This design comes from an exercise in tuning for small area, a short achievable clock period and few clock cycles on the open sky130 flow, not from production work. Where RTL was checked, it was by simulation tests only, not by an equivalence proof against the original.

red:
Design buffet_top, start of the top module:
module buffet_top (
    input  logic                  clk,
    input  logic                  nreset_i,
    input  logic                  push_valid_i,
    input  buffet_pkg::data_t     push_data_i,
    input  logic                  credit_req_i,
    output logic                  credit_valid_o,
    output buffet_pkg::count_t    credit_o,
    input  logic                  read_valid_i,
    input  buffet_pkg::read_req_t read_req_i,
    output logic                  read_ready_o,
    output logic                  read_data_valid_o,
    output buffet_pkg::data_t     read_data_o,
    input  logic                  read_data_ready_i,
    input  logic                  update_valid_i,
    input  buffet_pkg::idx_t      update_offset_i,
    input  buffet_pkg::data_t     update_data_i
);
Size: about 120 I/O pins.
Settings: LEC_CHECK=0, ABC_CLOCK_PERIOD_IN_PS=2200, CAP_MARGIN=20, CORE_MARGIN=2, CORE_UTILIZATION=65, CTS_CLUSTER_DIAMETER=80, CTS_CLUSTER_SIZE=24, SETUP_SLACK_MARGIN=2.25, SLEW_MARGIN=20; clock period 4.4 ns.
standard.sh (not shown) runs the stock make flow with config.mk's settings and CLKGATE_MAP_FILE= SYNTH_SCRIPT=/design/flow/synth_recipe.tcl, a recipe that flattens the netlist after the stock synthesis.
==> flow/flow/run.sh <==
#!/bin/bash
# The standard layout, with three changes to how it is made: adders
# are left to ABC as plain gates (no full/half adder cells), sizing may
# change a cell's footprint, and the port buffers are buf_4 cells.
# make's output goes to make.log; each ORFS step keeps its own log under
# orfs/logs
set -euo pipefail
bash standard.sh ADDER_MAP_FILE= MATCH_CELL_FOOTPRINT=0 \
    "BUFFER_PORTS_ARGS=-buffer_cell sky130_fd_sc_hd__buf_4" finish > make.log 2>&1
Changes in blue relative to red:
diff --git a/flow/design.v b/flow/design.v
--- a/flow/design.v
+++ b/flow/design.v
@@ -113,43 +113,38 @@
     logic [1:0] wait_upd;
     logic [1:0] arrive;
     logic [1:0] sel;
     logic [1:0] wr;
     logic [1:0] drop;
     logic [1:0] retire;
     logic [1:0] take;
-    logic sel1_q;
-    logic [1:0] arr_d;
     assign upd_idx = head_i + update_offset_i;
     assign nxt[0] = !v_q[0];
     assign nxt[1] = v_q[0] && !v_q[1];
     assign take = alloc_i ? nxt : 2'b00;
     assign wait_upd = v_q & ~arr_q;
     assign arrive[0] = update_valid_i && wait_upd[0] && !(wait_upd[1] && old_q);
     assign arrive[1] = update_valid_i && wait_upd[1] && !(wait_upd[0] && !old_q);
     assign sel[0] = arr_q[0];
-    assign sel[1] = sel1_q;
+    assign sel[1] = arr_q[1] && !arr_q[0];
     assign wr = push_wr_i.en ? 2'b00 : sel;
     always_comb begin
         for (int k = 0; k < 2; k++) begin
             drop[k] = arr_q[k] && push_wr_i.en && (idx_q[k] == push_wr_i.idx);
         end
     end
     assign retire = wr | drop;
-    assign arr_d = (arr_q & ~retire) | arrive;
     always_ff @(posedge clk or negedge nreset_i) begin
         if (!nreset_i) begin
             v_q <= '0;
             arr_q <= '0;
-            sel1_q <= 1'b0;
             old_q <= 1'b0;
         end else begin
             v_q <= (v_q & ~retire) | take;
-            arr_q <= arr_d;
-            sel1_q <= arr_d[1] && !arr_d[0];
+            arr_q <= (arr_q & ~retire) | arrive;
             if (take[0]) begin
                 old_q <= v_q[1] && !retire[1];
             end else if (take[1]) begin
                 old_q <= !(v_q[0] && !retire[0]);
             end
         end
     end
@@ -178,20 +173,22 @@
     always_comb begin
         for (int r = 0; r < buffet_pkg::DEPTH; r++) begin
             push_row[r] = (push_wr_i.idx == buffet_pkg::idx_t'(r));
             row0[r] = (idx_q[0] == buffet_pkg::idx_t'(r));
             row1[r] = (idx_q[1] == buffet_pkg::idx_t'(r));
             if (push_wr_i.en) begin
                 ram_wr_row_o[r] = push_row[r];
+            end else if (arr_q[0]) begin
+                ram_wr_row_o[r] = row0[r];
             end else begin
-                ram_wr_row_o[r] = (arr_q[0] && row0[r]) || (sel1_q && row1[r]);
+                ram_wr_row_o[r] = arr_q[1] && row1[r];
             end
         end
     end
-    assign ram_wr_data_o = push_wr_i.en ? push_wr_i.data : (sel1_q ? data_q[1] : data_q[0]);
+    assign ram_wr_data_o = push_wr_i.en ? push_wr_i.data : (arr_q[0] ? data_q[0] : data_q[1]);
 endmodule
 `timescale 1ns/1ps
 module buffet_read_ctrl #(
     parameter int QD = 3
 ) (
     input  logic                  clk,
     input  logic                  nreset_i,
@@ -320,15 +317,15 @@
             b0_a[i] = valid_ext[i+1] ? e_b0_gone[i+1] : e_b0_gone[QD];
             b1_a[i] = valid_ext[i+1] ? e_b1_gone[i+1] : e_b1_gone[QD];
         end
     end
     always_ff @(posedge clk or negedge nreset_i) begin
         if (!nreset_i) begin
             q_v_q <= '0;
-            ready_q <= 1'b0;
+            ready_q <= 1'b1;
         end else if (issue) begin
             q_v_q <= v_a;
             ready_q <= !v_a[QD-1];
         end else begin
             q_v_q <= v_b;
             ready_q <= !v_b[QD-1];
         end
--- outcome ---
- Every stage of the flow completed for blue, and the final layout passed the timing, design-rule and antenna checks.
- When blue is measured against red, its quantity of gates resized following cts turns out 29% higher.
- blue reports its critical path capture point as read_ready_o while red reports u_read_ctrl.q_b1_q[2]$_DFF_P_.
- From red to blue the numbers moved as follows: area growth from synthesis to layout decreased by 0.20 points relative to the old numbers, combined area of the multi-input logic cells saw an increase, largest voltage drop on the vdd net higher, multiplexer area fraction after synthesis went up.
- Worst path setup slack after routing, blue and red: lower on red
Testbench counts of blue, summed over its fixed seeds: cycles 9,660.
The RTL of red was laid out without a check of its function.


Another version of the RTL of buffet_top (not shown whole).
Size: ~1900 cells after synthesis, ~700 flip-flops, about 120 I/O pins.
==> module buffet_update_tracker, before the edit <==
module buffet_update_tracker (
    input  logic                 clk,
    input  logic                 nreset_i,
    input  logic                 update_valid_i,
    input  buffet_pkg::idx_t     update_offset_i,
    input  buffet_pkg::data_t    update_data_i,
    input  buffet_pkg::idx_t     head_i,
    input  buffet_pkg::wr_port_t push_wr_i,
    input  logic                 alloc_i,
    input  buffet_pkg::idx_t     alloc_idx_i,
    output logic [1:0]           wu_v_o,
    output buffet_pkg::idx_t     wu_idx0_o,
    output buffet_pkg::idx_t     wu_idx1_o,
    output logic [1:0]           wu_next_o,
    output logic [1:0]           wu_sel_o,
    output logic [1:0]           wu_retire_o,
    output logic                 wu_room_o,
    output logic [buffet_pkg::DEPTH-1:0] ram_wr_row_o,
    output buffet_pkg::data_t    ram_wr_data_o
);
    logic [1:0] v_q;
    logic [1:0] arr_q;
    logic old_q;
    buffet_pkg::idx_t idx_q [2];
    buffet_pkg::data_t data_q [2];
    buffet_pkg::idx_t upd_idx;
    logic [1:0] nxt;
    logic [1:0] wait_upd;
    logic [1:0] arrive;
    logic [1:0] sel;
    logic [1:0] wr;
    logic [1:0] drop;
    logic [1:0] retire;
    logic [1:0] take;
    assign upd_idx = head_i + update_offset_i;
    assign nxt[0] = !v_q[0];
    assign nxt[1] = v_q[0] && !v_q[1];
    assign take = alloc_i ? nxt : 2'b00;
    assign wait_upd = v_q & ~arr_q;
    assign arrive[0] = update_valid_i && wait_upd[0] && !(wait_upd[1] && old_q);
    assign arrive[1] = update_valid_i && wait_upd[1] && !(wait_upd[0] && !old_q);
    assign sel[0] = arr_q[0];
    assign sel[1] = arr_q[1] && !arr_q[0];
    assign wr = push_wr_i.en ? 2'b00 : sel;
    always_comb begin
        for (int k = 0; k < 2; k++) begin
            drop[k] = arr_q[k] && push_wr_i.en && (idx_q[k] == push_wr_i.idx);
        end
    end
    assign retire = wr | drop;
    always_ff @(posedge clk or negedge nreset_i) begin
        if (!nreset_i) begin
            v_q <= '0;
            arr_q <= '0;
            old_q <= 1'b0;
        end else begin
            v_q <= (v_q & ~retire) | take;
            arr_q <= (arr_q & ~retire) | arrive;
            if (take[0]) begin
                old_q <= v_q[1] && !retire[1];
            end else if (take[1]) begin
                old_q <= !(v_q[0] && !retire[0]);
            end
        end
    end
    always_ff @(posedge clk) begin
        for (int k = 0; k < 2; k++) begin
            if (!v_q[k]) begin
                idx_q[k] <= alloc_idx_i;
            end else if (arrive[k]) begin
                idx_q[k] <= upd_idx;
            end
            if (arrive[k]) begin
                data_q[k] <= update_data_i;
            end
        end
    end
    assign wu_v_o = v_q;
    assign wu_idx0_o = idx_q[0];
    assign wu_idx1_o = idx_q[1];
    assign wu_next_o = nxt;
    assign wu_sel_o = sel;
    assign wu_retire_o = retire;
    assign wu_room_o = !(v_q[0] && v_q[1]);
    logic [buffet_pkg::DEPTH-1:0] push_row;
    logic [buffet_pkg::DEPTH-1:0] row0;
    logic [buffet_pkg::DEPTH-1:0] row1;
    always_comb begin
        for (int r = 0; r < buffet_pkg::DEPTH; r++) begin
            push_row[r] = (push_wr_i.idx == buffet_pkg::idx_t'(r));
            row0[r] = (idx_q[0] == buffet_pkg::idx_t'(r));
            row1[r] = (idx_q[1] == buffet_pkg::idx_t'(r));
            if (push_wr_i.en) begin
                ram_wr_row_o[r] = push_row[r];
            end else if (arr_q[0]) begin
                ram_wr_row_o[r] = row0[r];
            end else begin
                ram_wr_row_o[r] = arr_q[1] && row1[r];
            end
        end
    end
    assign ram_wr_data_o = push_wr_i.en ? push_wr_i.data : (arr_q[0] ? data_q[0] : data_q[1]);
endmodule
export LEC_CHECK = 0
export ABC_CLOCK_PERIOD_IN_PS = 2200
export CAP_MARGIN = 20
export CORE_MARGIN = 2
export CORE_UTILIZATION = 60
export CTS_CLUSTER_DIAMETER = 80
export CTS_CLUSTER_SIZE = 24
export SETUP_SLACK_MARGIN = 2.2
export SLEW_MARGIN = 20
create_clock -name core_clock -period 4.4 [get_ports {clk}]
Scripts as last shown in full above: flow/flow/run.sh
Change:
--- a/flow/design.v
+++ b/flow/design.v
@@ -117,6 +117,8 @@
     logic [1:0] drop;
     logic [1:0] retire;
     logic [1:0] take;
+    logic sel1_q;
+    logic [1:0] arr_d;
     assign upd_idx = head_i + update_offset_i;
     assign nxt[0] = !v_q[0];
     assign nxt[1] = v_q[0] && !v_q[1];
@@ -125,7 +127,7 @@
     assign arrive[0] = update_valid_i && wait_upd[0] && !(wait_upd[1] && old_q);
     assign arrive[1] = update_valid_i && wait_upd[1] && !(wait_upd[0] && !old_q);
     assign sel[0] = arr_q[0];
-    assign sel[1] = arr_q[1] && !arr_q[0];
+    assign sel[1] = sel1_q;
     assign wr = push_wr_i.en ? 2'b00 : sel;
     always_comb begin
         for (int k = 0; k < 2; k++) begin
@@ -133,14 +135,17 @@
         end
     end
     assign retire = wr | drop;
+    assign arr_d = (arr_q & ~retire) | arrive;
     always_ff @(posedge clk or negedge nreset_i) begin
         if (!nreset_i) begin
             v_q <= '0;
             arr_q <= '0;
+            sel1_q <= 1'b0;
             old_q <= 1'b0;
         end else begin
             v_q <= (v_q & ~retire) | take;
-            arr_q <= (arr_q & ~retire) | arrive;
+            arr_q <= arr_d;
+            sel1_q <= arr_d[1] && !arr_d[0];
             if (take[0]) begin
                 old_q <= v_q[1] && !retire[1];
             end else if (take[1]) begin
@@ -177,14 +182,12 @@
             row1[r] = (idx_q[1] == buffet_pkg::idx_t'(r));
             if (push_wr_i.en) begin
                 ram_wr_row_o[r] = push_row[r];
-            end else if (arr_q[0]) begin
-                ram_wr_row_o[r] = row0[r];
             end else begin
-                ram_wr_row_o[r] = arr_q[1] && row1[r];
+                ram_wr_row_o[r] = (arr_q[0] && row0[r]) || (sel1_q && row1[r]);
             end
         end
     end
-    assign ram_wr_data_o = push_wr_i.en ? push_wr_i.data : (arr_q[0] ? data_q[0] : data_q[1]);
+    assign ram_wr_data_o = push_wr_i.en ? push_wr_i.data : (sel1_q ? data_q[1] : data_q[0]);
 endmodule
 `timescale 1ns/1ps
 module buffet_read_ctrl #(
Outcome: Setup slack is worse by 0.048 ns; utilization fell by 0.32 points; synthesized cell count came out higher slightly; via count hardly moves; count of clock-buffer cells in the layout does not change; die area hardly moves; fmax came out lower by a few percent; clock skew shrinks by 0.023 ns; wire length came out lower slightly.
Function was not checked in any run of this note: the RTL went through the layout flow alone.

-- what the ideal ports hide --
Ports are ideal in the flow. The routed layouts listed here were re-timed in OpenROAD.
Step 1 sets driving cells, clkbuf_16 on the clock port and buf_2 on the other inputs (assumed; they add their load-dependent delay and slew).
Step 2 adds t to the input delays and takes it off the output delays; t is the mean of the earliest and latest rising clock arrival at the registers after step 1. Input paths then give back, and output paths get back, about the clock's delay inside the block.
a / b / c = ideal ports / drivers / drivers and shift; a / b = the first two.
run	t, ns	slack for setup (ns)	clock arrival spread, ns	worst slew at a driven data input, ns	pins driven straight from the clock port
red	0.636	2.139 / 2.139 / 1.593	0.026 / 0.026	0.07	1
blue	0.639	2.217 / 2.159 / 1.663	0.021 / 0.021	0.09	1
the first run of note 2	0.625	2.105 / 2.105 / 1.574	0.042 / 0.043	0.07	1
the second run of note 2	0.627	2.057 / 2.032 / 1.405	0.023 / 0.023	0.14	1
After both steps every run listed still meets setup and hold. The setup slack of the second run of note 2, which loses most, moves by -0.025 ns with the drivers and by -0.652 ns with both steps.
